Background: an optimization exercise with open tools, aiming at small area. Do not read the settings as production practice. Function was checked by simulation only, so behaviour that the tests miss may differ from the original. Power and IR drop assume default switching activity.

run a:
Design matmul_top, start of the top module:
module matmul_top (
    input  logic clk,
    input  logic reset,
    input  logic [7:0] weight_in,
    input  logic [7:0] act_in,
    input  logic read_req,
    output logic read_ack,
    output logic [7:0] out_data,
    output logic out_valid
);
Size: about 2800 cells after synthesis, roughly 1300 flip-flops, ~29 I/O pins, ~37000 um2 of cells after synthesis.
Settings: LEC_CHECK=0, ABC_AREA=1, CAP_MARGIN=20, CORE_MARGIN=2, CORE_UTILIZATION=65, CTS_BUF_LIST=sky130_fd_sc_hd__clkbuf_8, CTS_CLUSTER_DIAMETER=50, CTS_CLUSTER_SIZE=20, SLEW_MARGIN=20; clock period 8.0 ns.
run.sh (not shown) runs the stock make flow with config.mk's settings and CLKGATE_MAP_FILE= SYNTH_SCRIPT=/design/flow/synth_recipe.tcl, a recipe that flattens the netlist after the stock synthesis.
The following lists how run b was set up differently from run a:
- CTS_CLUSTER_DIAMETER changed from 50 to 65
- CTS_CLUSTER_SIZE changed from 20 to 25
- CTS_BUF_LIST changed from sky130_fd_sc_hd__clkbuf_8 to sky130_fd_sc_hd__clkbuf_16
==> flow/flow/run.sh (new file) <==
#!/bin/bash
set -euo pipefail
export CTS_ARGS="-sink_clustering_enable -repair_clock_nets -buf_list sky130_fd_sc_hd__clkbuf_16 -sink_clustering_size 25 -sink_clustering_max_diameter 65 -dont_use_dummy_load"
bash standard.sh > standard_flow.log 2>&1
==> flow/standard.sh (new file) <==
#!/bin/bash
# synth_recipe.tcl (not shown) runs the flow's synth.tcl, then flattens the netlist and writes it again
# the make line also repeats each setting of config.mk as NAME=value (left out here)
make -C /OpenROAD-flow-scripts/flow DESIGN_CONFIG=/design/flow/config.mk WORK_HOME=/design/flow/orfs CLKGATE_MAP_FILE= SYNTH_SCRIPT=/design/flow/synth_recipe.tcl "${@:-finish}"
removed: flow/run.sh
==> run summary <==
When the final numbers for run a and run b were put side by side, the number of clock buffer instances in the layout turned out to be greater in run a.
Compared with run a, in run b static leakage dropped 0.70%, setup slack on the worst flop-to-flop path held steady, signed area change from the synthesized netlist to the final layout -0.30 points, met1 layer wirelength in the final routing moved down.
Run b vs. run a: worst-skew pair later-pin latency lost 60 ps; global-route met1 utilization picked up an extra 0.25 points; power consumption neither gained nor lost much.

========
Another version of the RTL of matmul_top (not shown whole).
For scale: ~2700 cells after synthesis, roughly 1300 flip-flops, roughly 37000 um^2 of cells after synthesis.
==> flow/design.v (excerpt) <==
module matmul_top (
    input  logic clk,
    input  logic reset,
    input  logic [7:0] weight_in,
    input  logic [7:0] act_in,
    input  logic read_req,
    output logic read_ack,
    output logic [7:0] out_data,
    output logic out_valid
);
    localparam logic [2:0] st_idle = 3'd0;
    localparam logic [2:0] st_drain = 3'd1;
    localparam logic [2:0] st_capture = 3'd2;
    localparam logic [2:0] st_ack = 3'd3;
    localparam logic [2:0] st_stream = 3'd4;
    logic [9:0] cyc;        
    logic [1:0] slice;
    logic [7:0] nblk;       
    logic [2:0] state;
    logic end_seen;
    logic busy;             
    logic [1:0] frem;       
    logic late;             
    logic late_next;
    logic flush, capture, fresh, inj, stream_done;
    assign flush = (slice == 2'd3);
    assign capture = (state == st_capture);
    assign read_ack = (state == st_ack);
    assign fresh = (frem != 2'd0);
    assign slice = cyc[1:0];
    assign nblk = cyc[9:2];
    assign inj = capture | (busy & (cyc[9:2] == 8'd0) & (cyc[1:0] != 2'd3));
    assign out_valid = busy & (cyc != 10'd0);
    assign stream_done = ~busy;
    always_ff @(posedge clk) begin
        if (reset) begin
            cyc <= {8'hff, 2'd0};
        end else if (capture) begin
            cyc <= 10'd0;
        end else begin
            cyc <= cyc + 10'd1;
        end
    end
    always_ff @(posedge clk) begin
        if (reset) begin
            busy <= 1'b0;
        end else if (capture) begin
  ...
==> flow/config.mk <==
export PLATFORM = sky130hd
export DESIGN_NAME = matmul_top
export DESIGN_NICKNAME = matmul_top
export VERILOG_FILES = /design/flow/design.v
export SDC_FILE = /design/flow/constraint.sdc
export NUM_CORES = 4
export LEC_CHECK = 0
export ABC_AREA = 1
export CAP_MARGIN = 20
export CORE_MARGIN = 2
export CORE_UTILIZATION = 65
export GPL_ROUTABILITY_DRIVEN = 0
export SLEW_MARGIN = 20
==> flow/constraint.sdc <==
create_clock -name core_clock -period 8.0 [get_ports {clk}]
set_input_delay 1.6000 -clock core_clock [delete_from_list [all_inputs] [get_ports {clk}]]
set_output_delay 1.6000 -clock core_clock [all_outputs]
set_load 0.01 [all_outputs]
standard.sh (not shown) runs the stock make flow with config.mk's settings and CLKGATE_MAP_FILE= SYNTH_SCRIPT=/design/flow/synth_recipe.tcl, a recipe that flattens the netlist after the stock synthesis.
==> flow/flow/run.sh <==
#!/bin/bash
set -euo pipefail
export CTS_ARGS="-sink_clustering_enable -repair_clock_nets -buf_list sky130_fd_sc_hd__clkbuf_4 -sink_clustering_size 12 -sink_clustering_max_diameter 35 -dont_use_dummy_load"
export BUFFER_PORTS_ARGS="-buffer_cell sky130_fd_sc_hd__buf_1"
bash standard.sh > standard_flow.log 2>&1
The baseline finished with timing, DRC and antenna clean.
Change:
==> flow/flow/run.sh (replaced) <==
#!/bin/bash
set -euo pipefail
export CTS_ARGS="-sink_clustering_enable -repair_clock_nets -buf_list sky130_fd_sc_hd__clkbuf_4 -sink_clustering_size 12 -sink_clustering_max_diameter 35 -dont_use_dummy_load"
bash standard.sh > standard_flow.log 2>&1
Settings changed: CTS_BUF_LIST from default to sky130_fd_sc_hd__clkbuf_16, CTS_CLUSTER_DIAMETER from default to 65, CTS_CLUSTER_SIZE from default to 25, GPL_ROUTABILITY_DRIVEN 0 to default.
Cell count is about the same.
Worst setup slack improves by 0.042 ns.
Via count is about the same.
Change:
==> flow/flow/run.sh (replaced) <==
#!/bin/bash
set -euo pipefail
export CTS_ARGS="-sink_clustering_enable -repair_clock_nets -buf_list sky130_fd_sc_hd__clkbuf_4 -sink_clustering_size 12 -sink_clustering_max_diameter 35 -dont_use_dummy_load"
export BUFFER_PORTS_ARGS="-buffer_cell sky130_fd_sc_hd__buf_1"
bash standard.sh > standard_flow.log 2>&1
Settings changed: CTS_BUF_LIST sky130_fd_sc_hd__clkbuf_16 to default, CTS_CLUSTER_DIAMETER 65 to default, CTS_CLUSTER_SIZE 25 to default, GPL_TIMING_DRIVEN from default to 0.
=>
- flip-flop and latch count stays the same
- utilization is about the same
- via count rose by a few percent
- die area is unchanged
- register-to-register slack gets worse by 0.77 ns
Change:
==> flow/flow/run.sh (replaced) <==
#!/bin/bash
set -euo pipefail
export CTS_ARGS="-sink_clustering_enable -repair_clock_nets -buf_list sky130_fd_sc_hd__clkbuf_16 -sink_clustering_size 25 -sink_clustering_max_diameter 65 -dont_use_dummy_load"
bash standard.sh > standard_flow.log 2>&1
Settings changed: CTS_BUF_LIST from default to sky130_fd_sc_hd__clkbuf_16, CTS_CLUSTER_DIAMETER from default to 65, CTS_CLUSTER_SIZE from default to 25, GPL_TIMING_DRIVEN 0 to default.
After rerunning:
- The changed run ran to the end with no violations
- first-iteration DRC count is lower by a quarter to a third
- non-clock buffer count is lower by 59
- final cell count is lower by a few percent
- utilization is higher by 0.65 points
- routed wire length is lower by roughly a tenth
- power is higher by a few percent
Change:
==> flow/flow/run.sh (replaced) <==
#!/bin/bash
set -euo pipefail
export CTS_ARGS="-sink_clustering_enable -repair_clock_nets -buf_list sky130_fd_sc_hd__clkbuf_4 -sink_clustering_size 12 -sink_clustering_max_diameter 35 -dont_use_dummy_load"
bash standard.sh > standard_flow.log 2>&1
Settings changed: CORE_UTILIZATION 65 to 78.
Effect: Final area is lower by 1.4%; register-to-register slack degrades by 0.04 ns; area after synthesis does not change; count of clock-buffer cells in the layout is higher by 84.

## what the ideal ports hide
How much do the figures lean on ideal ports? The routed layouts below were timed once more, with nothing changed but the port constraints.
Step 1 sets driving cells, clkbuf_16 on the clock port and buf_2 on the other inputs (assumed; they add their load-dependent delay and slew).
Step 2 also shifts input and output timing later by t, the mid clock arrival at the registers, as if the neighbouring blocks saw the same clock.
a / b / c = ideal ports / drivers / drivers and shift; a / b = the first two.
run	shift t [ns]	slack for setup (ns)	worst setup path at the end
run a	0.737	1.228 / 1.228 / 1.228	register to register
run b	0.684	1.219 / 1.219 / 1.219	register to register
the first run of note 2	0.984	1.235 / 1.235 / 1.235	register to register
the second run of note 2	0.994	1.277 / 1.277 / 1.277	register to register
the third run of note 2	0.996	0.507 / 0.507 / 0.507	register to register
the fourth run of note 2	0.668	1.263 / 1.263 / 1.263	register to register
the fifth run of note 2	1.005	1.224 / 1.224 / 1.224	register to register
After both steps every run listed still meets setup and hold.
